Source: an optimization exercise on an open RTL-to-GDS flow (aim: small area, a short achievable clock period and few clock cycles). Production flows keep margins and buffers that such runs may drop.
The RTL was checked by simulation tests, not by an equivalence proof against the original design.
Power and IR drop assume default switching activity.

==> design/flow/design.v <==
package wu_pkg;
   localparam int LANES  = 4;
   localparam int LANE_W = 16;
   localparam int WORD_W = LANES * LANE_W;
   localparam int ADDR_W = 24;
   localparam int LG_SLICE_WORDS = 3;
   localparam int SLICE_WORDS    = 1 << LG_SLICE_WORDS;
   localparam int LR_SHIFT = 3;
   localparam int NSLOT = 3;
   typedef logic        [WORD_W-1:0] word_t;
   typedef logic signed [LANE_W-1:0] lane_t;
   typedef logic        [ADDR_W-1:0] addr_t;
   typedef logic        [7:0]        node_t;
   typedef logic        [31:0]       len_t;
endpackage
`timescale 1ns/100ps
module sync_fifo #(
   parameter int DW    = 64,
   parameter int DEPTH = 3
) (
   input  logic          clk,
   input  logic          reset,
   input  logic [DW-1:0] wr_data,
   input  logic          wr_en,
   input  logic          rd_en,
   output logic [DW-1:0] rd_data,
   output logic          empty,
   output logic          full,
   output logic          empty_n,    
   output logic          full_n      
);
   localparam int RD    = DEPTH - 1;                
   localparam int PTR_W = (RD > 1) ? $clog2(RD) : 1;
   localparam int CNT_W = $clog2(RD + 1);
   logic [DW-1:0]    head;
   logic             head_v;
   logic [DW-1:0]    mem [RD];
   logic [PTR_W-1:0] wr_ptr;
   logic [PTR_W-1:0] rd_ptr;
   logic [CNT_W-1:0] cnt;          
   logic             rest_v;       
   logic             to_head;      
   logic             head_load;
   logic             pull;         
   logic             put;
   logic [CNT_W-1:0] cnt_n;
   logic             head_v_n;
   assign rd_data = head;
   assign rest_v  = (cnt != '0);
   assign pull      = rest_v && (rd_en || !head_v);
   assign to_head   = !rest_v && (rd_en || !head_v);
   assign head_load = pull || (to_head && wr_en);
   assign put       = wr_en && !to_head;
   always_comb begin
      cnt_n = cnt;
      if (put && !pull) cnt_n = cnt + 1'b1;
      else if (pull && !put) cnt_n = cnt - 1'b1;
      head_v_n = head_load || (head_v && !rd_en);
   end
   assign empty_n = !head_v_n;
   assign full_n  = head_v_n && (cnt_n == CNT_W'(RD));
   always_ff @(posedge clk) begin
      if (head_load) head <= rest_v ? mem[rd_ptr] : wr_data;
      for (int i = 0; i < RD; i++) begin
         if (wr_en && (wr_ptr == PTR_W'(i))) mem[i] <= wr_data;
      end
   end
   always_ff @(posedge clk) begin
      if (reset) begin
         wr_ptr <= '0;
         rd_ptr <= '0;
         cnt    <= '0;
         head_v <= 1'b0;
         empty  <= 1'b1;
         full   <= 1'b0;
      end else begin
         if (wr_en) wr_ptr <= (wr_ptr == PTR_W'(RD - 1)) ? '0 : wr_ptr + 1'b1;
         if (pull || (wr_en && to_head)) rd_ptr <= (rd_ptr == PTR_W'(RD - 1)) ? '0 : rd_ptr + 1'b1;
         cnt    <= cnt_n;
         head_v <= head_v_n;
         empty  <= empty_n;
         full   <= full_n;
      end
   end
endmodule
`timescale 1ns/100ps
module slice_walker
(
   input  logic  clk,
   input  logic  reset,
   input  logic  start,
   input  logic  start_lin,     
   input  logic  lin,           
   input  logic  step,
   input  wu_pkg::node_t node_id,
   input  wu_pkg::node_t num_node,
   input  wu_pkg::len_t  total_length,
   output logic  addr_valid,
   output wu_pkg::addr_t addr,
   output logic  slice_done,    
   output logic  len_last       
);
   localparam int HI_W = wu_pkg::ADDR_W - wu_pkg::LG_SLICE_WORDS;
   wu_pkg::node_t first_slice;
   wu_pkg::node_t num_q;
   wu_pkg::node_t num_m1_q;
   logic          first0_q;
   logic                              active;
   logic [HI_W-1:0]                   hi;         
   logic [wu_pkg::LG_SLICE_WORDS-1:0] lo;
   wu_pkg::node_t                     si;         
   logic                              crossed_q;  
   logic                              at_own_q;
   logic                              at_last_q;
   logic [8:0]                        xq;         
   logic [HI_W-1:0]                   hi_next;
   logic                              slice_end;
   logic [HI_W:0]                     left;       
   logic [HI_W:0]                     left_dec;
   logic [HI_W:0]                     left_nz;    
   logic                              part;       
   logic                              le1_q, le2_q, le1;
   assign first_slice = (start_lin || first0_q) ? 8'd0 : node_id + 1'b1;
   assign slice_end  = &lo;
   assign slice_done = step && slice_end;
   assign addr_valid = active;
   assign addr       = {hi, lo};
   fast_add #(.W(HI_W)) i_hi_add (
      .a (hi), .b ({{(HI_W-9){xq[8]}}, xq}), .cin (1'b1), .sum (hi_next), .cout ()
   );
   assign left_nz[0] = left[0];
   for (genvar i = 1; i <= HI_W; i++) begin : g_dec
      assign left_nz[i] = |left[i:0];
      assign left_dec[i] = left[i] ^ !left_nz[i-1];
   end
   assign left_dec[0] = !left[0];
   assign part  = (total_length[2:0] != 3'd0);
   assign le1_q = (left[HI_W:1] == '0) && !(left[0] && part);
   assign le2_q = (left[HI_W:2] == '0) && !(left[1] && (left[0] || part));
   assign le1   = crossed_q ? le2_q : le1_q;
   assign len_last = le1 && (lo == total_length[2:0] - 3'd1);
   always_ff @(posedge clk) begin
      num_q     <= num_node;
      num_m1_q  <= num_node - 1'b1;
      first0_q  <= (node_id == num_node - 1'b1);
      at_own_q  <= (si == node_id);
      at_last_q <= (si == num_m1_q);
      if (lin) xq <= 9'd0;
      else if (at_own_q) xq <= first0_q ? 9'd0 : {1'b0, num_q};
      else if (at_last_q) xq <= ~{1'b0, num_m1_q};
      else xq <= 9'd0;
   end
   always_ff @(posedge clk) begin
      if (reset) begin
         active    <= 1'b0;
         crossed_q <= 1'b0;
         hi        <= '0;
         lo        <= '0;
         si        <= '0;
         left      <= '0;
      end else if (start) begin
         active    <= 1'b1;
         crossed_q <= 1'b0;
         hi        <= HI_W'(first_slice);
         lo        <= '0;
         si        <= first_slice;
         left      <= total_length[wu_pkg::ADDR_W:3];
      end else begin
         if (step) lo <= lo + 1'b1;
         crossed_q <= step && slice_end;
         if (step && slice_end) hi <= hi_next;
         if (step && slice_end && at_own_q && le1) active <= 1'b0;
         if (crossed_q) begin
            si <= at_last_q ? 8'd0 : si + 1'b1;
            if (!le1_q) left <= left_dec;
         end
      end
   end
endmodule
`timescale 1ns/100ps
module add_xor #(
   parameter int W = 16
) (
   input  logic [W-1:0] a,
   input  logic [W-1:0] b,
   output logic [W-1:0] y
);
   assign y = a ^ b;
endmodule
module add_and #(
   parameter int W = 16
) (
   input  logic [W-1:0] a,
   input  logic [W-1:0] b,
   output logic [W-1:0] y
);
   assign y = a & b;
endmodule
module add_tree #(
   parameter int W = 16
) (
   input  logic [W-1:0] p_in,
   input  logic [W-1:0] g_in,
   input  logic         cin,
   output logic [W-1:0] c       
);
   localparam int LV = (W > 1) ? $clog2(W) : 1;
   logic [W-1:0] g [LV+1];
   logic [W-1:0] p [LV+1];
   assign g[0] = g_in | {{(W-1){1'b0}}, p_in[0] & cin};
   assign p[0] = p_in;
   for (genvar l = 0; l < LV; l++) begin : g_lv
      for (genvar i = 0; i < W; i++) begin : g_bit
         if ((i >> l) & 1) begin : g_join
            localparam int J = ((i >> l) << l) - 1;
            assign g[l+1][i] = g[l][i] | (p[l][i] & g[l][J]);
            assign p[l+1][i] = p[l][i] & p[l][J];
         end else begin : g_pass
            assign g[l+1][i] = g[l][i];
            assign p[l+1][i] = p[l][i];
         end
      end
   end
   assign c = g[LV];
endmodule
module add_sum #(
   parameter int W = 16
) (
   input  logic [W-1:0] p,
   input  logic [W-1:0] c,
   input  logic         cin,
   output logic [W-1:0] sum
);
   assign sum = p ^ {c[W-2:0], cin};
endmodule
module fast_add #(
   parameter int W = 16
) (
   input  logic [W-1:0] a,
   input  logic [W-1:0] b,
   input  logic         cin,
   output logic [W-1:0] sum,
   output logic         cout
);
   logic [W-1:0] p, g, c;
   add_xor  #(.W(W)) i_p    (.a (a), .b (b), .y (p));
   add_and  #(.W(W)) i_g    (.a (a), .b (b), .y (g));
   add_tree #(.W(W)) i_tree (.p_in (p), .g_in (g), .cin (cin), .c (c));
   add_sum  #(.W(W)) i_sum  (.p (p), .c (c), .cin (cin), .sum (sum));
   assign cout = c[W-1];
endmodule
`timescale 1ns/100ps
module weight_update
(
   input  logic  clk,
   input  logic  reset,
   input  logic  cmd_valid,
   input  logic  cmd_init,
   output logic  cmd_ready,
   input  wu_pkg::word_t weight_in,
   input  logic  weight_valid,
   output logic  weight_ready,
   input  wu_pkg::word_t gradient_in,
   input  logic  gradient_valid,
   output logic  gradient_ready,
   output wu_pkg::word_t result_out,
   output logic  result_valid,
   input  logic  result_ready,
   input  wu_pkg::len_t  total_length,
   input  wu_pkg::node_t node_id,
   input  wu_pkg::node_t num_node,
   output wu_pkg::addr_t avs_address,
   output wu_pkg::word_t avs_writedata,
   output logic  avs_read,
   output logic  avs_write,
   input  wu_pkg::word_t avs_readdata,
   input  logic  avs_waitrequest,
   input  logic  avs_readdatavalid
);
   localparam int CNT_W = $clog2(wu_pkg::NSLOT + 1);
   localparam int HI_W  = wu_pkg::ADDR_W - wu_pkg::LG_SLICE_WORDS;
   typedef enum logic [1:0] {S_IDLE, S_INIT, S_WALK} state_t;
   state_t        state, state_n;
   logic          cmd_rdy_q;
   logic          init_done, init_done_n;
   logic          wrdy_q;          
   logic          grdy_q;          
   logic [CNT_W-1:0] rd_cnt;       
   wu_pkg::word_t upd_q;           
   logic          w_need, w_need_n;      
   logic          res_need, res_need_n;  
   logic          rd_act;
   wu_pkg::addr_t rd_addr;
   logic          rd_cross;
   wu_pkg::addr_t wr_addr;
   logic [HI_W-1:0] wr_prev_hi;
   logic [wu_pkg::LG_SLICE_WORDS-1:0] wr_lo;
   logic          wr_behind;
   wu_pkg::word_t head;
   logic          head_empty, head_empty_n;
   logic          buf_full, buf_full_n;
   localparam int GL_W = wu_pkg::LANE_W - wu_pkg::LR_SHIFT;
   logic [wu_pkg::LANES*GL_W-1:0] gsh_q;    
   logic          g_full, g_full_n;
   logic          g_take;
   wu_pkg::word_t upd_word;
   logic bus_free, wr_acc, upd_free, load, w_take;
   logic wr_cand, rd_cand, issue_rd, issue_wr;
   logic walk_start, init_end, walk_end, cmd_acc;
   logic start_pend;               
   logic walker_start;
   logic rd_cnt_nz_n;
   logic in_init, in_walk, take_last;
   assign in_init = (state == S_INIT);
   assign in_walk = (state == S_WALK);
   for (genvar i = 0; i < wu_pkg::LANES; i++) begin : g_lane
      logic [GL_W-1:0] gl;
      assign gl = gsh_q[i*GL_W +: GL_W];
      fast_add #(.W(wu_pkg::LANE_W)) i_sub (
         .a   (head[i*wu_pkg::LANE_W +: wu_pkg::LANE_W]),
         .b   (~{{wu_pkg::LR_SHIFT{gl[GL_W-1]}}, gl}),
         .cin (1'b1),
         .sum (upd_word[i*wu_pkg::LANE_W +: wu_pkg::LANE_W]),
         .cout ()
      );
   end
   assign cmd_ready      = cmd_rdy_q;
   assign cmd_acc        = cmd_valid && cmd_rdy_q;
   assign weight_ready   = wrdy_q;
   assign gradient_ready = grdy_q;
   assign result_valid   = res_need;
   assign result_out     = upd_q;
   assign avs_writedata  = upd_q;
   assign bus_free = !(avs_read || avs_write) || !avs_waitrequest;
   assign wr_acc   = avs_write && !avs_waitrequest;
   assign upd_free = (!w_need || wr_acc) && (!res_need || result_ready);
   assign w_take = wrdy_q && weight_valid;
   assign g_take = grdy_q && gradient_valid;
   assign load   = !head_empty && upd_free && (in_init || (in_walk && g_full));
   assign wr_cand  = load || (w_need && !avs_write);
   assign rd_cand  = in_walk && !start_pend && rd_act && (rd_cnt < CNT_W'(wu_pkg::NSLOT));
   assign issue_rd = bus_free && rd_cand;
   assign issue_wr = bus_free && !rd_cand && wr_cand;
   assign init_end   = in_init && init_done && head_empty && (!w_need || wr_acc);
   assign walk_start   = start_pend;
   assign walker_start = walk_start || (cmd_acc && cmd_init);
   assign walk_end     = in_walk && !start_pend && !rd_act && (rd_cnt == '0) && upd_free;
   slice_walker i_walker (
      .clk (clk), .reset (reset),
      .start (walker_start), .start_lin (state == S_IDLE), .lin (in_init),
      .step (in_init ? w_take : issue_rd),
      .node_id (node_id), .num_node (num_node), .total_length (total_length),
      .addr_valid (rd_act), .addr (rd_addr), .slice_done (rd_cross), .len_last (take_last)
   );
   assign wr_addr = {wr_behind ? wr_prev_hi : rd_addr[wu_pkg::ADDR_W-1:wu_pkg::LG_SLICE_WORDS], wr_lo};
   always_ff @(posedge clk) begin
      if (rd_cross) wr_prev_hi <= rd_addr[wu_pkg::ADDR_W-1:wu_pkg::LG_SLICE_WORDS];
      if (reset || walker_start) begin
         wr_lo     <= '0;
         wr_behind <= 1'b0;
      end else begin
         if (issue_wr) wr_lo <= wr_lo + 1'b1;
         if (rd_cross != (issue_wr && (&wr_lo))) wr_behind <= rd_cross;
      end
   end
   sync_fifo #(.DW(wu_pkg::WORD_W), .DEPTH(wu_pkg::NSLOT)) i_buf (
      .clk (clk), .reset (reset),
      .wr_data (in_init ? weight_in : avs_readdata), .wr_en (in_init ? w_take : avs_readdatavalid),
      .rd_en (load), .rd_data (head), .empty (head_empty), .full (buf_full),
      .empty_n (head_empty_n), .full_n (buf_full_n)
   );
   always_comb begin
      if (rd_cnt > CNT_W'(1)) rd_cnt_nz_n = 1'b1;
      else if (rd_cnt == CNT_W'(1)) rd_cnt_nz_n = issue_rd || !(load && in_walk);
      else rd_cnt_nz_n = issue_rd;
   end
   always_comb begin
      state_n = state;
      case (state)
         S_IDLE:  if (cmd_acc) state_n = cmd_init ? S_INIT : S_WALK;
         S_INIT:  if (init_end) state_n = S_WALK;
         S_WALK:  if (walk_end) state_n = S_IDLE;
         default: state_n = S_IDLE;
      endcase
      w_need_n   = load ? 1'b1 : (w_need && !wr_acc);
      res_need_n = load ? in_walk : (res_need && !result_ready);
      init_done_n = cmd_acc ? 1'b0 : (init_done || (w_take && take_last));
      g_full_n    = g_take || (g_full && !load);
   end
   always_ff @(posedge clk) begin
      if (g_take || (state == S_IDLE)) begin
         for (int i = 0; i < wu_pkg::LANES; i++) begin
            gsh_q[i*GL_W +: GL_W] <= (state == S_IDLE) ? '0 : gradient_in[i*wu_pkg::LANE_W + wu_pkg::LR_SHIFT +: GL_W];
         end
      end
   end
   always_ff @(posedge clk) begin
      if (load) upd_q <= upd_word;
      if (issue_rd) avs_address <= rd_addr;
      else if (issue_wr) avs_address <= wr_addr;
   end
   always_ff @(posedge clk) begin
      if (reset) begin
         state     <= S_IDLE;
         cmd_rdy_q <= 1'b0;
         init_done <= 1'b0;
         wrdy_q    <= 1'b0;
         grdy_q    <= 1'b0;
         g_full    <= 1'b0;
         rd_cnt    <= '0;
         start_pend <= 1'b0;
         w_need    <= 1'b0;
         res_need  <= 1'b0;
         avs_read  <= 1'b0;
         avs_write <= 1'b0;
      end else begin
         if (bus_free) begin
            avs_read  <= issue_rd;
            avs_write <= issue_wr;
         end
         rd_cnt    <= rd_cnt + CNT_W'(issue_rd) - CNT_W'(load && in_walk);
         start_pend <= (cmd_acc && !cmd_init) || init_end;
         state     <= state_n;
         w_need    <= w_need_n;
         res_need  <= res_need_n;
         init_done <= init_done_n;
         cmd_rdy_q <= (state_n == S_IDLE);
         wrdy_q    <= (state_n == S_INIT) && !init_done_n && !buf_full_n;
         g_full    <= g_full_n;
         grdy_q    <= (state_n == S_WALK) && !g_full_n &&
                      rd_cnt_nz_n;
      end
   end
endmodule
==> design/flow/flow/run.sh <==
#!/bin/bash
# Standard layout, with the smallest buffer as the port buffer instead of
# the default delay buffer (the timing repairs upsize it where needed),
# and a clock tree without dummy loads.
set -euo pipefail
bash standard.sh \
  "BUFFER_PORTS_ARGS=-buffer_cell sky130_fd_sc_hd__buf_1" \
  "CTS_ARGS=-sink_clustering_enable -repair_clock_nets -sink_clustering_size 20 -sink_clustering_max_diameter 80 -buf_list {sky130_fd_sc_hd__clkbuf_8 sky130_fd_sc_hd__clkbuf_16} -dont_use_dummy_load" \
  finish > standard.log 2>&1
==> design/flow/standard.sh <==
#!/bin/bash
# synth_recipe.tcl (not shown) runs the flow's synth.tcl, then flattens the netlist and writes it again
# the make line also repeats each setting of config.mk as NAME=value (left out here)
make -C /OpenROAD-flow-scripts/flow DESIGN_CONFIG=/design/flow/config.mk WORK_HOME=/design/flow/orfs CLKGATE_MAP_FILE= SYNTH_SCRIPT=/design/flow/synth_recipe.tcl "${@:-finish}"
==> design/flow/config.mk <==
export PLATFORM = sky130hd
export DESIGN_NAME = weight_update
export DESIGN_NICKNAME = weight_update
export VERILOG_FILES = /design/flow/design.v
export SDC_FILE = /design/flow/constraint.sdc
export NUM_CORES = 4
export LEC_CHECK = 0
export ABC_CLOCK_PERIOD_IN_PS = 2500
export CAP_MARGIN = 20
export CORE_MARGIN = 2
export CORE_UTILIZATION = 40
export CTS_BUF_LIST = sky130_fd_sc_hd__clkbuf_4 sky130_fd_sc_hd__clkbuf_8
export CTS_CLUSTER_SIZE = 30
export SETUP_SLACK_MARGIN = 3.5
export SLEW_MARGIN = 20
export SYNTH_HIERARCHICAL = 1
export SYNTH_MINIMUM_KEEP_SIZE = 0
==> design/flow/constraint.sdc <==
create_clock -name core_clock -period 6.0 [get_ports {clk}]
set_input_delay 1.2000 -clock core_clock [delete_from_list [all_inputs] [get_ports {clk}]]
set_output_delay 1.2000 -clock core_clock [all_outputs]
set_load 0.01 [all_outputs]
==> results of run 1 <==
final cells by class:
| type | count | share of cell area, % |
|---|---|---|
| Antenna cell | 2 | 0.0192 |
| Clock buffer | 31 | 2.98 |
| Inverter | 105 | 1.62 |
| Multi-Input combinational cell | 1409 | 36.1 |
| Sequential cell | 461 | 49.1 |
| Tap cell | 756 | 3.64 |
| Timing Repair Buffer | 411 | 6.55 |
state kept, by name (all words and copies together) (netlist names), 2 cells and up:
register / cells
avs_address: 24
gsh_q: 52
i_buf.cnt: 2
i_buf.head: 64
i_buf.mem: 128
i_walker.hi: 21
i_walker.left: 22
i_walker.lo: 3
i_walker.num_m1_q: 8
i_walker.num_q: 8
i_walker.si: 8
i_walker.xq: 9
rd_cnt: 2
state: 2
upd_q: 64
wr_lo: 3
wr_prev_hi: 21
critical path: cells and delay by family:
kind                   cells  cell delay (ns)
AOI/OAI and AO/OA          4             0.76
buffers and inverters      3             0.51
and+or+nand+nor            1             0.49
worst max-delay path by stage:
| stage | start | end | slack [ns] | depth (start not counted) |
|---|---|---|---|---|
| 2_1_floorplan | avs_waitrequest | i_buf.head[0] | 2.07 | 6 |
| 4_1_cts | upd_q[1] | avs_writedata[1] | 3.51 | 1 |
| 3_5_place_dp | weight_valid | i_buf.mem[0][17] | 1.85 | 6 |
| 5_1_grt | total_length[0] | i_walker.left[18] | 3.48 | 8 |
| 3_3_place_gp | weight_valid | i_buf.mem[0][16] | 1.90 | 6 |
| 6_report | cmd_valid | i_walker.si[7] | 3.54 | 8 |
repair_timing:
action | 4_1_cts | 5_1_grt
endpoints found under the hold margin | 0 | 0
pin swaps | 2 | 11
cloned | 3 | 2
gates resized for setup | 24 | 33
setup buffers | 4 | 9
setup endpoints to repair | 516 | 123
layout by cell type (no fill, tap or decap), types with 68 or more instances in the layout:
cell type	instances
nand2_1	346
and2_1	84
nor2_1	96
dfxtp_1	100
inv_1	98
buf_1	379
edfxtp_1	353
mux2i_1	68
xor2_1	169
o21ai_0	120
per-layer routing:
metal | global-route usage (%) | up-vias | wire (um)
met5 | 0 | - | 13
met4 | 3.69 | 2 | 1040
met3 | 2.81 | 63 | 2710
met2 | 30.8 | 381 | 26800
met1 | 22.4 | 7558 | 23700
li1 | - | 7835 | -
power groups by stage:
stage               registers (mW)  logic (mW)  clock network, mW
global route                  4.14        2.29               2.09
global placement              4.17        1.95                  0
floorplan                     4.12        1.58                  0
CTS                           4.11        2.04               2.00
detailed placement            4.18        2.02                  0
finish                        4.10        2.04               1.91
per-stage QoR:
stage          cells  hold slack [ns]
3_3_place_gp    3124            0.420
6_report        3175            0.403
3_5_place_dp    3124            0.420
4_1_cts         3162            0.413
5_1_grt         3175            0.432
2_1_floorplan   2112            0.401
==> flow_summary.toml, run 1 <==
[route]
vias = 15800
drc = 0
drt-pass1-iter-count = 5
drt_iter0_markers = 851
drt_wl_total_um = 54200
wire_per_inst_um = 17.1
vias_per_cell = 4.99
antenna_left = 0

[sta]
setup_viol = 0
slew_headroom_pct = 31.3
max_slew.worst_pin.slew_ns = 1.03
fmax_ghz = 0.407
fin_tns_setup_ns = 0
layout_min_cycle_time_ns = 2.46
period_share_pct = 40.9
skew_ns = 0.0436
hold_violations = 0
drv_slew = 0
rsz0062_at_grt = "true"
final.setup.worst_slack_ns = 3.54

[finish]
multi_input_area_sq_um = 9390
drive_above_1_share_pct = 8.27
post-route-util_pct = 46.0
seqCellArea_sq_um = 12800
area_growth_pct = 13.0
nets = 2686
final_area_sq_um = 26000
nFillCells = 5279

[setup_path]
critPathCaptureType = "flop"
path_max_fanout = 36
crit_path_frequent_cell = "a21oi_1"
max_stage_delay_ns = 0.49
ff2ff_setup_slack_ns = 3.66
criticalPathCategory = "input port to flop"
r2r_cells = 10
r2r-end = "i_walker.hi[14]"
worstSetupStartpointType = "input port"
cp.required_ns = 6.54
arrival_ns = 2.99
crit_chain = "buf_1, a31o_2, buf_12, inv_6, or3_4, a21oi_1, o21ai_0, a21oi_1"
critical_path.reg2reg.startpoint = "i_walker.xq[8]"
cp_slowest_cell = "or3_4"

[job]
cap_violations = 0

[grt]
grt_pass1_wl_um = 82400
grt_overflow = 0
grt_max_degree = 91
antenna_found_initial = 4
track_usage_pct = 17.4
grt_pass1_vias = 15200

[place]
port-buffer-count = 387
post-place-ws_ns = 1.85
hpwl_um = 36700
gp_congestion = 0.862
place_area_sq_um = 24900

[clocking]
cts_tree = "built"
htree_levels = 1
clk_pin_slew_ns = 0.08
clock-sinks = 461
hold_buffers = 0
clk_latency_ns = 0.60
cts-root-buf = "clkbuf_16"
clockBufferDepth = 3
cts_buffers = 31

[pwr]
combPwrFrac_pct = 25.3
seqPwrFrac_pct = 51.0
vdd_drop_max_mv = 0.215
p_leak_nw = 9.64
total_power_mw = 8.06
p_sw_mw = 2.43
swShare_pct = 30.1
power.internal_mw = 5.63
powerDensity_nw_per_um2 = 310
clockPowerShare_pct = 23.8

[die]
fp.coreArea_sq_um = 56600
die_area_sq_um = 59500
die_h_um = 244
rows = 87
die_w_um = 244
io_pins = 407
start_util_pct = 40.7

[synth]
syn_avg_cell_area_sq_um = 10.9
synth_warnings = 16
syn_area_sq_um = 23000
postSynthCellCount = 2104

[hold_path]
worstHoldPathCells = 2
hp-start = "i_walker.num_q[7]"
min_to = "i_walker.xq[7]"
hp-class = "flop to flop"

[run_status]
outcome = "no timing/DRC/antenna violations"
Testbench counts, summed over its fixed seeds: cycles 20,566.
==> inputs of run 2 (changes only) <==
--- a/design/flow/config.mk
+++ b/design/flow/config.mk
@@ -11,7 +11,7 @@
 export CORE_UTILIZATION = 40
 export CTS_BUF_LIST = sky130_fd_sc_hd__clkbuf_4 sky130_fd_sc_hd__clkbuf_8
 export CTS_CLUSTER_SIZE = 30
-export SETUP_SLACK_MARGIN = 3.5
+export SETUP_SLACK_MARGIN = 3.9
 export SLEW_MARGIN = 20
 export SYNTH_HIERARCHICAL = 1
 export SYNTH_MINIMUM_KEEP_SIZE = 0
==> flow_summary.toml, run 2 <==
[finish]
drive_above_1_share_pct = 21.1
antenna_cells = 0
nets = 2796
nFillCells = 5101
top_register = "i_buf.mem"
reg.largest.list = "i_buf.mem: 128 flops, i_buf.head: 64 flops, upd_q: 64 flops"
layout_commonest_cell = "edfxtp_1"
largest_reg_flops = 128
area_growth_pct = 22.9
multi_input_area_sq_um = 10100
seqCellArea_sq_um = 12800
most-common-layout-cells = "edfxtp_1, nand2_1, buf_1"
finalNonFillerCells = 3283

[sta]
layout_min_cycle_time_ns = 2.46
hold_violations = 0
period_share_pct = 41.0
max_slew.worst_pin.slew_ns = 0.782
skew_ns = 0.0464
fmax_ghz = 0.406
slew_headroom_pct = 47.8
drv_slew = 0
setup_viol = 0
fin_tns_setup_ns = 0
rsz0062_at_grt = "true"

[synth]
synth_warnings = 16
syn_avg_cell_area_sq_um = 10.9
syn_area_sq_um = 23000
postSynthCellCount = 2104

[clocking]
cts_tree = "built"
htree_levels = 1
clk_pin_slew_ns = 0.08
cts_buffers = 31
cts-root-buf = "clkbuf_16"
clockBufferDepth = 3
clk_latency_ns = 0.61
hold_buffers = 0
clock-sinks = 461

[route]
top_layer_used = "met5"
wire_per_inst_um = 18.5
wl_met1_um = 25300
drc = 0
met2_length_um = 31100
drt_wl_total_um = 60700
drt_iter0_markers = 817
wl_met3_um = 3140
vias_per_cell = 5.03
drt-pass1-iter-count = 5
vias = 16500
antenna_left = 0

[setup_path]
arrival_ns = 1.26
cp.required_ns = 4.80
crit_chain = "buf_1"
path_buf_inv = 1
max_stage_delay_ns = 0.49
worstSetupStartpointType = "flop"
crit_family = "flip-flops"
critPathCaptureType = "output port"
path_max_fanout = 2
cp_slowest_cell = "edfxtp_1"
criticalPathCategory = "flop to output port"

[place]
dp_cells = 3123
port-buffer-count = 387
gp_congestion = 0.870
hpwl_um = 37200

[pwr]
vdd_drop_max_mv = 0.206
powerDensity_nw_per_um2 = 298
p_leak_nw = 10.9
total_power_mw = 8.43

[grt]
grt_pass1_vias = 15500
antenna_found_initial = 6
grt_pass1_wl_um = 88200
grt_max_degree = 75
grt_overflow = 0
track_usage_pct = 19.0

[die]
die_h_um = 244
start_util_pct = 40.7
fp.coreArea_sq_um = 56600
io_pins = 407
rows = 87
die_w_um = 244
die_area_sq_um = 59500

[hold_path]
hp-class = "flop to flop"

[job]
cap_violations = 0

[run_status]
outcome = "no timing/DRC/antenna violations"
-- run 2: worst paths after layout --
path                     startpoint          endpoint  slack (ns)  cells past startpoint
setup reg to reg     i_walker.hi[2]   i_walker.hi[15]        3.68                     10
hold / removal    i_walker.num_q[5]    i_walker.xq[5]        0.40                      2
hold reg to reg   i_walker.num_q[5]    i_walker.xq[5]        0.40                      2
setup / recovery           upd_q[1]  avs_writedata[1]        3.54                      1
-- run 2: final cells by class --
cell class                      instances  share of cell area [%]
Sequential cell                       461                    45.3
Clock buffer                           31                    2.74
Timing Repair Buffer                  514                    11.5
Tap cell                              756                    3.34
Inverter                              105                    1.60
Timing Repair inverter                  1                  0.0309
Multi-Input combinational cell       1415                    35.6
-- run 2: what timing repair did --
action,CTS,global route
hold endpoints to repair,0,0
endpoints found under the setup margin,777,425
pin swaps,56,63
buffers inserted,55,50
gates cloned,19,5
gates resized for setup,189,222
-- run 2: layer usage --
metal  global-route usage [%]  vias up
li1                         -     8056
met3                     3.00       80
met5                        0        -
met2                     33.8      400
met4                     3.62        8
met1                     24.4     7958
-- run 2: where the power goes --
group          total (mW)  switching, mW  leakage [nW]  internal [mW]
combinational        2.41           1.39          6.20           1.02
sequential           4.10          0.176          4.30           3.93
clock                1.92           1.01         0.382          0.907
-- run 2: per-stage QoR --
stage | setup WS [ns] | util [%] | hold WS (ns) | area (sq um)
detailed placement | 1.91 | 44.0 | 0.417 | 24900
global placement | 2.01 | 44.0 | 0.418 | 24900
global route | 3.49 | 50.0 | 0.416 | 28300
CTS | 3.48 | 48.0 | 0.403 | 27200
floorplan | 2.07 | - | 0.401 | 23300
finish | 3.54 | 50.0 | 0.400 | 28300
==> inputs of run 3 (changes only) <==
--- a/design/flow/config.mk
+++ b/design/flow/config.mk
@@ -11,7 +11,7 @@
 export CORE_UTILIZATION = 40
 export CTS_BUF_LIST = sky130_fd_sc_hd__clkbuf_4 sky130_fd_sc_hd__clkbuf_8
 export CTS_CLUSTER_SIZE = 30
-export SETUP_SLACK_MARGIN = 3.9
+export SETUP_SLACK_MARGIN = 3.75
 export SLEW_MARGIN = 20
 export SYNTH_HIERARCHICAL = 1
 export SYNTH_MINIMUM_KEEP_SIZE = 0
==> flow_summary.toml, run 3 <==
[clocking]
clk_latency_ns = 0.60
htree_levels = 1
cts_buffers = 31
cts_tree = "built"
cts-root-buf = "clkbuf_16"
hold_buffers = 0
clk_pin_slew_ns = 0.08
clock-sinks = 461
clockBufferDepth = 3

[sta]
drv_slew = 0
max_slew.worst_pin.slew_ns = 1.15
final.setup.worst_slack_ns = 3.55
slew_headroom_pct = 23.1
skew_ns = 0.0339
rsz0062_at_grt = "true"
fin_tns_setup_ns = 0
setup_viol = 0
period_share_pct = 40.8
fmax_ghz = 0.409
hold_violations = 0
layout_min_cycle_time_ns = 2.45

[finish]
largest_reg_flops = 128
layout_commonest_cell = "edfxtp_1"
nets = 2731
top_register = "i_buf.mem"
area_growth_pct = 17.5
nFillCells = 5223
post-route-util_pct = 47.8
antenna_cells = 0
finalNonFillerCells = 3218
drive_above_1_share_pct = 16.6
reg.largest.list = "i_buf.mem: 128 flops, i_buf.head: 64 flops, upd_q: 64 flops"
most-common-layout-cells = "edfxtp_1, nand2_1, buf_1"

[setup_path]
max_stage_delay_ns = 0.48
critPathCaptureType = "output port"
worstSetupStartpointType = "flop"
crit_start = "upd_q[2]"
path_max_fanout = 2
cp.required_ns = 4.80
arrival_ns = 1.25
critical_path.reg2reg.startpoint = "i_walker.hi[0]"
cp_slowest_cell = "edfxtp_1"
criticalPathCategory = "flop to output port"
crit_family = "flip-flops"
ff2ff_setup_slack_ns = 3.70
path_buf_inv = 1
crit_chain = "clkbuf_2"

[route]
drc = 0
drt-pass1-iter-count = 5
drt_wl_total_um = 56400
vias = 16100
vias_per_cell = 5.00
drt_iter0_markers = 881
antenna_left = 0
wire_per_inst_um = 17.5

[pwr]
combPwrFrac_pct = 26.8
p_sw_mw = 2.49
p_leak_nw = 10.3
swShare_pct = 30.3
seqPwrFrac_pct = 49.7
powerDensity_nw_per_um2 = 303
clockPowerShare_pct = 23.5
vdd_drop_max_mv = 0.214
power.internal_mw = 5.72

[grt]
antenna_found_initial = 3
grt_max_degree = 70
grt_overflow = 0
grt_pass1_wl_um = 85200
grt_pass1_vias = 15400
track_usage_pct = 18.1

[die]
start_util_pct = 40.7
io_pins = 407
die_h_um = 244
fp.coreArea_sq_um = 56600
die_w_um = 244
rows = 87
die_area_sq_um = 59500

[place]
dp_cells = 3124
gp_congestion = 0.868
hpwl_um = 36500
post-place-ws_ns = 1.69
port-buffer-count = 387

[synth]
syn_area_sq_um = 23000
syn_avg_cell_area_sq_um = 10.9
synth_warnings = 16
postSynthCellCount = 2104

[job]
cap_violations = 0

[run_status]
outcome = "no timing/DRC/antenna violations"

[hold_path]
hp-class = "flop to flop"
hp-start = "i_walker.num_q[7]"
[run 3: cell count changes in the layout (fill, tap and decap cells not counted), moves of 11 or more]
cell / delta
a21oi_1: +11
buf_6: -19
buf_4: -28
xor2_2: -12
buf_16: -11
xor2_1: +15
[run 3: layer usage]
metal / routed length [um] / global-route usage, % / vias to the layer above / part of all wire, %
met4: 1140 / 3.53 / 4 / 2.0
met5: 27 / 0 / - / 0.048
met1: 24400 / 23.8 / 7715 / 43
li1: - / - / 7940 / -
met2: 28100 / 31.8 / 375 / 50
met3: 2660 / 2.64 / 64 / 4.7
[run 3: final timing paths]
path,to,cells after the start
min,i_walker.xq[7],2
min reg2reg,i_walker.xq[7],2
max reg2reg,i_walker.hi[7],11
max,result_out[2],1
[run 3: through the flow]
step                instance area, sq um  hold slack (ns)  power, mW
floorplan                          23300            0.401       5.70
global placement                   24900            0.425       6.12
detailed placement                 24900            0.422       6.19
CTS                                26400            0.441       8.24
global route                       27100            0.463       8.68
finish                             27100            0.437       8.21
[run 3: cell type report]
type | count | area [sq um] | share of cell area, %
tap | 756 | 946 | 3.50
timing repair buffer | 455 | 2460 | 9.10
clock buffer | 31 | 776 | 2.87
multi-input combinational | 1410 | 9620 | 35.5
inverter | 105 | 444 | 1.64
sequential | 461 | 12800 | 47.3
[run 3: power by group through the flow]
stage	Clock, mW	Combinational (mW)	Sequential [mW]
after floorplan	0	1.58	4.12
after global placement	0	1.97	4.15
final	1.93	2.20	4.08
after CTS	2.00	2.15	4.09
after global routing	2.09	2.47	4.12
after detailed placement	0	2.03	4.16
[run 3: repair_timing]
| item | CTS | global route |
|---|---|---|
| gates cloned | 9 | 2 |
| endpoints found under the hold margin | 0 | 0 |
| pin swaps | 25 | 33 |
| gates resized for setup | 103 | 182 |
| buffers inserted | 27 | 25 |
| setup endpoints to repair | 735 | 394 |
[run 3: worst register-to-register path, stage by stage (launching register included)]
cell and delay [ns]:
dfxtp_4 0.36, xor2_2 0.18, a21o_1 0.21, nand4_1 0.16
nand2_1 0.11, a21o_1 0.18, a21o_1 0.17, a21o_1 0.16
xor2_1 0.16, nor2_1 0.16, nor2_1 0.07, o221a_2 0.25
==> inputs of run 4 (changes only) <==
--- a/design/flow/config.mk
+++ b/design/flow/config.mk
@@ -11,7 +11,7 @@
 export CORE_UTILIZATION = 40
 export CTS_BUF_LIST = sky130_fd_sc_hd__clkbuf_4 sky130_fd_sc_hd__clkbuf_8
 export CTS_CLUSTER_SIZE = 30
-export SETUP_SLACK_MARGIN = 3.75
+export SETUP_SLACK_MARGIN = 3.6
 export SLEW_MARGIN = 20
 export SYNTH_HIERARCHICAL = 1
 export SYNTH_MINIMUM_KEEP_SIZE = 0
==> flow_summary.toml, run 4 <==
[route]
antenna_left = 0
drt_wl_total_um = 56300
wire_per_inst_um = 17.6
drt-pass1-iter-count = 5
vias_per_cell = 5.00
vias = 16000
drc = 0
drt_iter0_markers = 749

[pwr]
total_power_mw = 8.10
vdd_drop_max_mv = 0.229
powerDensity_nw_per_um2 = 306
p_leak_nw = 9.90

[sta]
layout_min_cycle_time_ns = 2.43
drv_slew = 0
setup_viol = 0
slew_headroom_pct = 32.1
hold_violations = 0
final.setup.worst_slack_ns = 3.57
fmax_ghz = 0.411
fin_hold_ws_ns = 0.434
max_slew.worst_pin.slew_ns = 1.02
fin_tns_setup_ns = 0
skew_ns = 0.0685
period_share_pct = 40.5
rsz0062_at_grt = "true"

[grt]
grt_overflow = 0
met2_usage_pct = 31.9
grt_pass1_vias = 15500
grt_pass1_wl_um = 84600
grtUsageMet1_pct = 23.4
grt.busiest_layer = "met2"
grtUsageMet3_pct = 2.17
grt_max_degree = 89
track_usage_pct = 17.9
antenna_found_initial = 4

[clocking]
clockBufferDepth = 3
htree_levels = 1
clk_latency_ns = 0.60
cts_buffers = 30
clk_pin_slew_ns = 0.08
hold_buffers = 0
clock-sinks = 461
cts_tree = "built"
cts-root-buf = "clkbuf_16"

[finish]
post-route-util_pct = 46.7
reg.largest.list = "i_buf.mem: 128 flops, i_buf.head: 64 flops, upd_q: 64 flops"
largest_reg_flops = 128
finalNonFillerCells = 3197
nets = 2707
layout_commonest_cell = "edfxtp_1"
final_area_sq_um = 26400
area_growth_pct = 14.8
most-common-layout-cells = "edfxtp_1, nand2_1, buf_1"
top_register = "i_buf.mem"
drive_above_1_share_pct = 11.7

[die]
fp.coreArea_sq_um = 56600
die_area_sq_um = 59500
die_h_um = 244
die_w_um = 244
start_util_pct = 40.7
rows = 87
io_pins = 407

[setup_path]
max_stage_delay_ns = 0.47
critPathCaptureType = "output port"
path_buf_inv = 1
arrival_ns = 1.23
criticalPathCategory = "flop to output port"
cp_slowest_cell = "edfxtp_1"
worstSetupStartpointType = "flop"
crit_family = "flip-flops"
path_max_fanout = 2
crit_chain = "buf_1"
cp.required_ns = 4.80

[place]
place_area_sq_um = 24900
port-buffer-count = 387
post-place-ws_ns = 2.39
hpwl_um = 37600
gp_congestion = 0.853
dp_cells = 3125

[synth]
synth_warnings = 16
syn_avg_cell_area_sq_um = 10.9
syn_area_sq_um = 23000
postSynthCellCount = 2104

[run_status]
outcome = "no timing/DRC/antenna violations"

[job]
cap_violations = 0

[hold_path]
hp-class = "flop to flop"
run 4: repair_timing:
item,CTS,global route
gates resized for setup,44,83
gates cloned,5,3
setup endpoints to repair,614,281
buffers inserted,18,13
pin swaps,10,15
run 4: layout make-up:
class	count	area [sq um]
Tap cell	756	946
Timing Repair Buffer	432	1990
Sequential cell	461	12800
Multi-Input combinational cell	1409	9500
Fill cell	5321	30200
Antenna cell	3	7.51
Clock buffer	30	751
Timing Repair inverter	1	8.76
Inverter	105	437
run 4: worst paths after layout:
path | cells past startpoint | start | end | slack, ns
min reg2reg | 2 | i_walker.num_q[7] | i_walker.xq[7] | 0.43
min | 2 | i_walker.num_q[7] | i_walker.xq[7] | 0.43
max reg2reg | 10 | state[0] | wrdy_q | 3.67
max | 1 | upd_q[1] | avs_writedata[1] | 3.57
run 4: metal layers:
metal,part of all wire (%),vias to the layer above
met5,0.023,-
met2,50,388
li1,-,7892
met1,43,7634
met3,5.1,63
met4,2.2,2
run 4: power breakdown:
part / total, mW / internal (mW) / switching (mW) / leakage (nW)
clock network: 1.88 / 0.879 / 1.01 / 0.370
logic: 2.11 / 0.827 / 1.28 / 5.24
registers: 4.11 / 3.93 / 0.182 / 4.29
total: 8.10 / 5.63 / 2.47 / 9.90
==> inputs of run 5 (changes only) <==
--- a/design/flow/design.v
+++ b/design/flow/design.v
@@ -102,7 +102,6 @@
 );
    localparam int HI_W = wu_pkg::ADDR_W - wu_pkg::LG_SLICE_WORDS;
    wu_pkg::node_t first_slice;
-   wu_pkg::node_t num_q;
    wu_pkg::node_t num_m1_q;
    logic          first0_q;
    logic                              active;
@@ -140,13 +139,12 @@
    assign le1   = crossed_q ? le2_q : le1_q;
    assign len_last = le1 && (lo == total_length[2:0] - 3'd1);
    always_ff @(posedge clk) begin
-      num_q     <= num_node;
       num_m1_q  <= num_node - 1'b1;
       first0_q  <= (node_id == num_node - 1'b1);
       at_own_q  <= (si == node_id);
       at_last_q <= (si == num_m1_q);
       if (lin) xq <= 9'd0;
-      else if (at_own_q) xq <= first0_q ? 9'd0 : {1'b0, num_q};
+      else if (at_own_q) xq <= first0_q ? 9'd0 : {1'b0, num_node};
       else if (at_last_q) xq <= ~{1'b0, num_m1_q};
       else xq <= 9'd0;
    end
==> flow_summary.toml, run 5 <==
[die]
die_area_sq_um = 59200
rows = 87
die_w_um = 243
start_util_pct = 40.5
die_h_um = 243
io_pins = 407
fp.coreArea_sq_um = 56500

[clocking]
clk_latency_ns = 0.59
cts-root-buf = "clkbuf_16"
clk_pin_slew_ns = 0.08
cts_tree = "built"
clock-sinks = 453
clockBufferDepth = 3
htree_levels = 1
cts_buffers = 30

[sta]
max_slew.worst_pin.slew_ns = 0.962
rsz0062_at_grt = "true"
slew_headroom_pct = 35.8
drv_slew = 0
period_share_pct = 40.7
fmax_ghz = 0.410
hold_violations = 0
skew_ns = 0.0415
layout_min_cycle_time_ns = 2.44
fin_tns_setup_ns = 0
setup_viol = 0

[finish]
nFillCells = 5174
area_growth_pct = 15.4
drive_above_1_share_pct = 12.4
most-common-layout-cells = "edfxtp_1, nand2_1, buf_1"
top_register = "i_buf.mem"
layout_commonest_cell = "edfxtp_1"
seqCellArea_sq_um = 12600
multi_input_area_sq_um = 9590
reg.largest.list = "i_buf.mem: 128 flops, i_buf.head: 64 flops, upd_q: 64 flops"
largest_reg_flops = 128
nets = 2698

[setup_path]
criticalPathCategory = "flop to output port"
critPathCaptureType = "output port"
path_buf_inv = 1
crit_family = "flip-flops"
crit_chain = "buf_6"
path_max_fanout = 2
cp.required_ns = 4.80
arrival_ns = 1.24
worstSetupStartpointType = "flop"
max_stage_delay_ns = 0.48
cp_slowest_cell = "edfxtp_1"

[grt]
grt_overflow = 0
grt_max_degree = 91
antenna_found_initial = 5
grt_pass1_wl_um = 85400
track_usage_pct = 18.3
grtUsageMet1_pct = 23.9
met2_usage_pct = 31.9
grt.busiest_layer = "met2"
grtUsageMet3_pct = 3.11
grt_pass1_vias = 15300

[place]
port-buffer-count = 387
gp_congestion = 0.859
hpwl_um = 37300

[run_status]
outcome = "no timing/DRC/antenna violations"

[route]
drt_wl_total_um = 56300
drc = 0
wire_per_inst_um = 17.6
vias_per_cell = 4.97
drt-pass1-iter-count = 5
drt_iter0_markers = 959
antenna_left = 0
vias = 15800

[synth]
syn_avg_cell_area_sq_um = 11.0
synth_warnings = 16
syn_area_sq_um = 22900
postSynthCellCount = 2084

[pwr]
total_power_mw = 8.06
powerDensity_nw_per_um2 = 305
vdd_drop_max_mv = 0.224
p_leak_nw = 9.81

[hold_path]
hp-class = "flop to flop"

[job]
cap_violations = 0
[run 5: routing by layer]
| metal | routed length, um | vias to the layer above |
|---|---|---|
| met5 | 10 | - |
| met4 | 1300 | 2 |
| met3 | 2600 | 59 |
| met2 | 27600 | 341 |
| met1 | 24800 | 7601 |
| li1 | - | 7844 |
[run 5: metrics by stage]
step	hold slack, ns	util [%]	instances	setup slack, ns	instance area (sq um)
5_1_grt	0.497	46.8	3186	3.52	26400
3_5_place_dp	0.478	43.9	3104	1.55	24800
3_3_place_gp	0.462	43.9	3104	1.60	24800
4_1_cts	0.487	46.0	3165	3.50	26000
6_report	0.472	46.8	3189	3.56	26400
2_1_floorplan	0.447	-	2092	2.07	23200
[run 5: path summary, 6_finish.rpt]
kind	start	endpoint	slack [ns]	cells past startpoint
worst min-delay path	i_walker.left[13]	i_walker.left[13]	0.47	2
worst max-delay path	upd_q[0]	result_out[0]	3.56	1
worst min register to register	i_walker.left[13]	i_walker.left[13]	0.47	2
worst max register to register	state[0]	wrdy_q	3.69	10
[run 5: final cells by class]
class	count	share of cell area, %
Inverter	101	1.59
Antenna cell	4	0.0379
Tap cell	756	3.58
Multi-Input combinational cell	1405	36.3
Sequential cell	453	47.8
Timing Repair Buffer	440	7.86
Clock buffer	30	2.84
[run 5: timing repair]
item	in CTS	in global routing
hold buffers	0	0
gates cloned	7	0
pin swaps	14	26
setup endpoints to repair	606	307
buffers inserted	24	20
endpoints found under the hold margin	0	0
resized for setup	59	102
[run 5: report_power, final]
part           switching [mW]  internal [mW]
combinational            1.31          0.834
clock                    1.01          0.880
sequential              0.161           3.87
Testbench counts of run 5, summed over its fixed seeds: cycles 20,566.
==> inputs of run 6 (changes only) <==
==> design/flow/flow/run.sh (replaced) <==
#!/bin/bash
# Standard layout, with the smallest buffer as the port buffer instead of
# the default delay buffer (the timing repairs upsize it where needed),
# and a clock tree without dummy loads.
set -euo pipefail
bash standard.sh \
  "BUFFER_PORTS_ARGS=-buffer_cell sky130_fd_sc_hd__buf_1" \
  "CTS_ARGS=-sink_clustering_enable -repair_clock_nets -sink_clustering_size 25 -sink_clustering_max_diameter 80 -buf_list {sky130_fd_sc_hd__clkbuf_16} -dont_use_dummy_load" \
  finish > standard.log 2>&1
==> flow_summary.toml, run 6 <==
[route]
drt_wl_total_um = 56400
antenna_left = 0
drt-pass1-iter-count = 5
wire_per_inst_um = 17.7
drt_iter0_markers = 895
vias_per_cell = 5.00
vias = 15900
drc = 0

[sta]
rsz0062_at_grt = "true"
period_share_pct = 41.3
setup_viol = 0
fmax_ghz = 0.403
final.setup.worst_slack_ns = 3.52
fin_hold_ws_ns = 0.467
layout_min_cycle_time_ns = 2.48
hold_violations = 0
drv_slew = 0
skew_ns = 0.0629
max_slew.worst_pin.slew_ns = 0.956
fin_tns_setup_ns = 0
slew_headroom_pct = 36.3

[place]
hpwl_um = 37300
place_area_sq_um = 24800
gp_congestion = 0.859
dp_cells = 3104
post-place-ws_ns = 1.55
port-buffer-count = 387

[job]
cap_violations = 0

[pwr]
total_power_mw = 8.05
vdd_drop_max_mv = 0.198
powerDensity_nw_per_um2 = 305
p_leak_nw = 9.84

[finish]
largest_reg_flops = 128
most-common-layout-cells = "edfxtp_1, nand2_1, buf_1"
final_area_sq_um = 26400
nets = 2697
post-route-util_pct = 46.7
area_growth_pct = 15.3
drive_above_1_share_pct = 12.4
top_register = "i_buf.mem"
layout_commonest_cell = "edfxtp_1"
reg.largest.list = "i_buf.mem: 128 flops, i_buf.head: 64 flops, upd_q: 64 flops"
finalNonFillerCells = 3185

[setup_path]
crit_chain = "buf_6"
cp.required_ns = 4.80
cp_slowest_cell = "edfxtp_1"
worstSetupStartpointType = "flop"
path_buf_inv = 1
r2r_cells = 11
criticalPathCategory = "flop to output port"
max_stage_delay_ns = 0.49
crit_family = "flip-flops"
ff2ff_setup_slack_ns = 3.67
r2r-end = "i_walker.hi[7]"
critPathCaptureType = "output port"
critical_path.reg2reg.startpoint = "i_walker.hi[3]"
path_max_fanout = 2
arrival_ns = 1.28

[clocking]
clock-sinks = 453
cts_buffers = 30
hold_buffers = 0
clockBufferDepth = 3
clk_latency_ns = 0.60
cts_tree = "built"
clk_pin_slew_ns = 0.11
htree_levels = 1
cts-root-buf = "clkbuf_16"

[die]
start_util_pct = 40.5
rows = 87
die_w_um = 243
die_h_um = 243
die_area_sq_um = 59200
fp.coreArea_sq_um = 56500
io_pins = 407

[grt]
track_usage_pct = 18.3
grt_max_degree = 91
grt_pass1_wl_um = 85300
antenna_found_initial = 5
grt_overflow = 0
grt_pass1_vias = 15200

[hold_path]
min_to = "wr_prev_hi[2]"
worstHoldPathCells = 0
hp-class = "flop to flop"
hp-start = "i_walker.hi[2]"

[synth]
syn_avg_cell_area_sq_um = 11.0
postSynthCellCount = 2084
synth_warnings = 16
syn_area_sq_um = 22900

[run_status]
outcome = "no timing/DRC/antenna violations"
## run 6: worst max path at each step
stage                             to  slack [ns]            start  cells past startpoint
CTS                    result_out[0]        3.50         upd_q[0]                      1
global placement      i_buf.head[47]        1.60  avs_waitrequest                      7
finish                 result_out[0]        3.52         upd_q[0]                      1
detailed placement    i_buf.head[45]        1.55  avs_waitrequest                      7
floorplan              i_buf.head[0]        2.07  avs_waitrequest                      6
global route        avs_writedata[0]        3.50         upd_q[0]                      1
## run 6: where the power goes
part / internal (mW) / switching, mW
combinational: 0.832 / 1.30
sequential: 3.87 / 0.161
clock: 0.879 / 0.997
total: 5.58 / 2.46
## run 6: cell type report
class | count | area, sq um
diodes | 1 | 2.50
clock buffers | 30 | 751
fillers | 5187 | 30100
inverters | 101 | 420
multi-input cells | 1405 | 9590
flip-flops and latches | 453 | 12600
well taps | 756 | 946
repair buffers | 439 | 2070
## run 6: routing by layer
layer,vias to the layer above,GRT usage (%),routed length [um]
li1,7837,-,-
met1,7627,23.8,24400
met2,384,32.1,27900
met3,72,2.88,2670
met4,6,4.38,1390
met5,-,0,41
## run 6: repair_timing
action,CTS,global route
gates cloned,7,0
setup endpoints to repair,620,147
pin swaps,14,24
buffers inserted,24,19
resized for setup,54,102
==> inputs of run 7 (changes only) <==
--- a/design/flow/design.v
+++ b/design/flow/design.v
@@ -102,6 +102,7 @@
 );
    localparam int HI_W = wu_pkg::ADDR_W - wu_pkg::LG_SLICE_WORDS;
    wu_pkg::node_t first_slice;
+   wu_pkg::node_t num_q;
    wu_pkg::node_t num_m1_q;
    logic          first0_q;
    logic                              active;
@@ -139,12 +140,13 @@
    assign le1   = crossed_q ? le2_q : le1_q;
    assign len_last = le1 && (lo == total_length[2:0] - 3'd1);
    always_ff @(posedge clk) begin
+      num_q     <= num_node;
       num_m1_q  <= num_node - 1'b1;
       first0_q  <= (node_id == num_node - 1'b1);
       at_own_q  <= (si == node_id);
       at_last_q <= (si == num_m1_q);
       if (lin) xq <= 9'd0;
-      else if (at_own_q) xq <= first0_q ? 9'd0 : {1'b0, num_node};
+      else if (at_own_q) xq <= first0_q ? 9'd0 : {1'b0, num_q};
       else if (at_last_q) xq <= ~{1'b0, num_m1_q};
       else xq <= 9'd0;
    end
==> flow_summary.toml, run 7 <==
[setup_path]
r2r_cells = 11
r2r-end = "i_walker.hi[7]"
arrival_ns = 1.24
crit_family = "flip-flops"
path_buf_inv = 1
max_stage_delay_ns = 0.47
cp.depth = 1
cp.required_ns = 4.80
worstSetupStartpointType = "flop"
critical_path.reg2reg.startpoint = "i_walker.hi[1]"
crit_start = "upd_q[3]"
criticalPathCategory = "flop to output port"
ff2ff_setup_slack_ns = 3.69
crit_chain = "clkbuf_2"
crit_end = "avs_writedata[3]"
critPathCaptureType = "output port"
path_max_fanout = 2
cp_slowest_cell = "edfxtp_1"

[synth]
syn_avg_cell_area_sq_um = 10.9
synth_warnings = 16
syn_area_sq_um = 23000
postSynthCellCount = 2104

[clocking]
clk_pin_slew_ns = 0.09
clk_latency_ns = 0.60
cts_buffers = 29
cts-root-buf = "clkbuf_16"
cts_tree = "built"
clock-sinks = 461
htree_levels = 1
clockBufferDepth = 3
hold_buffers = 0

[sta]
slew_headroom_pct = 30.7
max_slew.worst_pin.slew_ns = 1.04
rsz0062_at_grt = "true"
fmax_ghz = 0.409
period_share_pct = 40.7
layout_min_cycle_time_ns = 2.44
setup_viol = 0
fin_hold_ws_ns = 0.438
fin_tns_setup_ns = 0
skew_ns = 0.0621
drv_slew = 0
hold_violations = 0

[finish]
drive_above_1_share_pct = 11.3
layout_commonest_cell = "edfxtp_1"
nets = 2703
top_register = "i_buf.mem"
area_growth_pct = 14.6
reg.largest.list = "i_buf.mem: 128 flops, i_buf.head: 64 flops, upd_q: 64 flops"
finalNonFillerCells = 3192
largest_reg_flops = 128
final_area_sq_um = 26400
multi_input_area_sq_um = 9510
seqCellArea_sq_um = 12800
most-common-layout-cells = "edfxtp_1, buf_1, nand2_1"
nFillCells = 5340

[route]
vias = 15900
wire_per_inst_um = 17.5
wl_met3_um = 3070
drc = 0
drt_wl_total_um = 55900
top_layer_used = "met5"
drt_iter0_markers = 835
vias_per_cell = 4.99
antenna_left = 0
drt-pass1-iter-count = 5
wl_met1_um = 23600
met2_length_um = 27900

[die]
rows = 87
fp.coreArea_sq_um = 56600
start_util_pct = 40.7
die_w_um = 244
die_area_sq_um = 59500
io_pins = 407
die_h_um = 244

[grt]
grt_overflow = 0
grt_max_degree = 89
antenna_found_initial = 4
track_usage_pct = 18.1
grt_pass1_wl_um = 84900
grt_pass1_vias = 15400

[pwr]
p_leak_nw = 9.84
total_power_mw = 8.06
vdd_drop_max_mv = 0.202
powerDensity_nw_per_um2 = 305

[place]
dp_cells = 3125
gp_congestion = 0.853
hpwl_um = 37600
place_area_sq_um = 24900
port-buffer-count = 387

[hold_path]
hp-class = "flop to flop"

[run_status]
outcome = "no timing/DRC/antenna violations"

[job]
cap_violations = 0
## run 7: worst min path at each step
stage | to | cells past startpoint | start
after CTS | i_walker.xq[7] | 2 | i_walker.num_q[7]
after floorplan | i_walker.xq[0] | 2 | i_walker.num_q[0]
after detailed placement | i_walker.xq[7] | 2 | i_walker.num_q[7]
after global routing | i_walker.xq[4] | 2 | i_walker.num_q[4]
after global placement | i_walker.xq[3] | 2 | i_walker.num_q[3]
final | i_walker.xq[7] | 2 | i_walker.num_q[7]
## run 7: per-layer routing
layer	vias up	GRT usage, %
li1	7884	-
met1	7568	23.4
met2	420	31.7
met3	65	2.31
met4	2	4.81
met5	-	0
## run 7: stage by stage
step	util, %	setup WS (ns)
floorplan	-	2.07
global placement	44.0	2.40
detailed placement	44.0	2.39
CTS	46.0	3.51
global route	46.6	3.49
finish	46.6	3.56
## run 7: timing repair
action                                  CTS  global route
gates cloned                              6             2
resized for setup                        44            76
buffers inserted                         20             8
endpoints found under the hold margin     0             0
endpoints found under the setup margin  602           198
pin swaps                                11            14
## run 7: power breakdown
| part | internal (mW) | switching [mW] |
|---|---|---|
| registers | 3.93 | 0.182 |
| clock network | 0.852 | 0.996 |
| logic | 0.827 | 1.27 |
## run 7: layout make-up
class | instances | area share, %
tap | 756 | 3.59
timing repair inverter | 1 | 0.0332
clock buffer | 29 | 2.75
multi-input combinational | 1409 | 36.0
inverter | 105 | 1.66
sequential | 461 | 48.5
antenna | 2 | 0.0190
timing repair buffer | 429 | 7.41
## run 7: worst register-to-register path, stage by stage, from the launching register on
cell and delay (ns):
dfxtp_1 0.38, and2_1 0.21, a21o_1 0.17, a21oi_2 0.13, nand2_1 0.10, a21o_1 0.19
a21o_1 0.21, a21o_1 0.19, xor2_1 0.16, nor2_1 0.17, nor2_1 0.06, o221a_2 0.26
Testbench counts of run 7, summed over its fixed seeds: cycles 20,566.
==> inputs of run 8 (changes only) <==
==> design/flow/flow/run.sh (replaced) <==
#!/bin/bash
# Standard layout, with the smallest buffer as the port buffer instead of
# the default delay buffer (the timing repairs upsize it where needed),
# and a clock tree without dummy loads.
set -euo pipefail
bash standard.sh \
  "BUFFER_PORTS_ARGS=-buffer_cell sky130_fd_sc_hd__buf_1" \
  "CTS_ARGS=-sink_clustering_enable -repair_clock_nets -sink_clustering_size 30 -sink_clustering_max_diameter 100 -buf_list {sky130_fd_sc_hd__clkbuf_8 sky130_fd_sc_hd__clkbuf_16} -dont_use_dummy_load" \
  finish > standard.log 2>&1
==> flow_summary.toml, run 8 <==
[finish]
nets = 2708
drive_above_1_share_pct = 10.5
top_register = "i_buf.mem"
largest_reg_flops = 128
nFillCells = 5331
layout_commonest_cell = "buf_1"
area_growth_pct = 14.2
most-common-layout-cells = "buf_1, edfxtp_1, nand2_1"
final_area_sq_um = 26300
reg.largest.list = "i_buf.mem: 128 flops, i_buf.head: 64 flops, upd_q: 64 flops"

[grt]
grt_max_degree = 89
antenna_found_initial = 3
track_usage_pct = 17.9
grt_pass1_wl_um = 84500
grt_pass1_vias = 15400
grt_overflow = 0

[synth]
syn_avg_cell_area_sq_um = 10.9
syn_area_sq_um = 23000
postSynthCellCount = 2104
synth_warnings = 16

[run_status]
outcome = "no timing/DRC/antenna violations"

[die]
die_w_um = 244
io_pins = 407
die_area_sq_um = 59500
start_util_pct = 40.7
rows = 87
die_h_um = 244
fp.coreArea_sq_um = 56600

[sta]
fin_tns_setup_ns = 0
slew_headroom_pct = 31.1
skew_ns = 0.0414
fmax_ghz = 0.413
final.setup.worst_slack_ns = 3.58
hold_violations = 0
drv_slew = 0
layout_min_cycle_time_ns = 2.42
period_share_pct = 40.3
setup_viol = 0
rsz0062_at_grt = "true"
max_slew.worst_pin.slew_ns = 1.03

[setup_path]
path_max_fanout = 2
worstSetupStartpointType = "flop"
criticalPathCategory = "flop to output port"
cp.required_ns = 4.80
path_buf_inv = 1
critPathCaptureType = "output port"
ff2ff_setup_slack_ns = 3.61
max_stage_delay_ns = 0.49
crit_family = "flip-flops"
arrival_ns = 1.22
cp_slowest_cell = "edfxtp_1"
crit_chain = "clkbuf_2"

[route]
drt-pass1-iter-count = 5
antenna_left = 0
drc = 0
drt_wl_total_um = 55600
vias_per_cell = 4.97
drt_iter0_markers = 904
vias = 15900
wire_per_inst_um = 17.4

[clocking]
clk_latency_ns = 0.56
clock-sinks = 461
htree_levels = 1
cts-root-buf = "clkbuf_16"
clockBufferDepth = 3
cts_tree = "built"
hold_buffers = 0
clk_pin_slew_ns = 0.11
cts_buffers = 21

[place]
gp_congestion = 0.853
hpwl_um = 37600
place_area_sq_um = 24900
post-place-ws_ns = 2.39
port-buffer-count = 387

[pwr]
vdd_drop_max_mv = 0.168
powerDensity_nw_per_um2 = 297
p_leak_nw = 9.76

[hold_path]
hp-class = "flop to flop"

[job]
cap_violations = 0
run 8: through the flow:
stage | utilization [%] | total power, mW | hold WS, ns | std cells
after floorplan | - | 5.70 | 0.401 | 2112
after global placement | 44.0 | 6.14 | 0.416 | 3125
after detailed placement | 44.0 | 6.21 | 0.421 | 3125
after CTS | 45.8 | 7.88 | 0.447 | 3181
after global routing | 46.4 | 8.27 | 0.493 | 3196
final | 46.4 | 7.80 | 0.443 | 3198
run 8: where the power goes:
| group | leakage, nW | internal [mW] | switching, mW |
|---|---|---|---|
| combinational | 5.21 | 0.843 | 1.28 |
| sequential | 4.29 | 3.93 | 0.181 |
| clock | 0.259 | 0.631 | 0.943 |
run 8: final timing paths:
path,startpoint,depth (start not counted),endpoint
hold reg to reg,i_walker.num_q[7],2,i_walker.xq[7]
setup / recovery,upd_q[3],1,avs_writedata[3]
setup reg to reg,i_walker.left[8],7,wrdy_q
hold / removal,i_walker.num_q[7],2,i_walker.xq[7]
run 8: timing repair:
action                                  in CTS  in global routing
pin swaps                                   14                 15
endpoints found under the setup margin     593                190
gates resized for setup                     47                 55
buffers inserted                            28                 12
gates cloned                                 7                  2
run 8: per-layer routing:
layer / vias up / track usage [%] / wire length, um
li1: 7885 / - / -
met1: 7572 / 23.3 / 23600
met2: 383 / 31.9 / 28000
met3: 55 / 2.09 / 2710
met4: 0 / 4.09 / 1310
met5: - / 0 / 0
run 8: cell type report:
class	count	area, sq um	area share, %
sequential	461	12800	48.7
multi-input combinational	1410	9500	36.1
timing repair buffer	442	2070	7.88
tap	756	946	3.60
clock buffer	21	526	2.00
inverter	105	434	1.65
antenna	3	7.51	0.0286

port drivers added, routing unchanged:
The flow's constraints put no driver on any port. The routed layouts listed below were extracted and timed again, unchanged, in two steps. Step 1, drivers: a clkbuf_16 drives clk and a buf_2 each remaining input, both assumed. Step 2 adds t to the input delays and takes it off the output delays; t is the mean of the earliest and latest rising clock arrival at the registers after step 1. Input paths then give back, and output paths get back, about the clock's delay inside the block. Slacks: ideal ports / drivers / drivers and shift; pairs: ideal ports / drivers.
run	t (ns)	setup WS [ns]	worst hold slack (ns)	latest minus earliest clock arrival (ns)	worst register clock-pin slew, ns
run 1	0.639	3.543 / 3.496 / 2.857	0.403 / 0.403 / 0.403	0.044 / 0.044	0.08 / 0.08
run 2	0.643	3.538 / 3.479 / 2.983	0.400 / 0.400 / 0.400	0.052 / 0.051	0.09 / 0.09
run 3	0.643	3.554 / 3.493 / 3.042	0.437 / 0.437 / 0.437	0.036 / 0.035	0.08 / 0.08
run 4	0.629	3.569 / 3.512 / 2.964	0.434 / 0.434 / 0.434	0.072 / 0.073	0.09 / 0.09
run 5	0.625	3.561 / 3.506 / 2.967	0.472 / 0.472 / 0.472	0.042 / 0.042	0.09 / 0.09
run 6	0.629	3.521 / 3.466 / 2.983	0.467 / 0.467 / 0.467	0.075 / 0.075	0.11 / 0.11
run 7	0.630	3.556 / 3.499 / 2.955	0.438 / 0.438 / 0.438	0.068 / 0.068	0.10 / 0.10
run 8	0.597	3.581 / 3.525 / 2.966	0.443 / 0.443 / 0.443	0.046 / 0.045	0.12 / 0.12
After both steps every run listed still meets setup and hold. The setup slack of run 1, which loses most, moves by -0.047 ns with the drivers and by -0.686 ns with both steps.
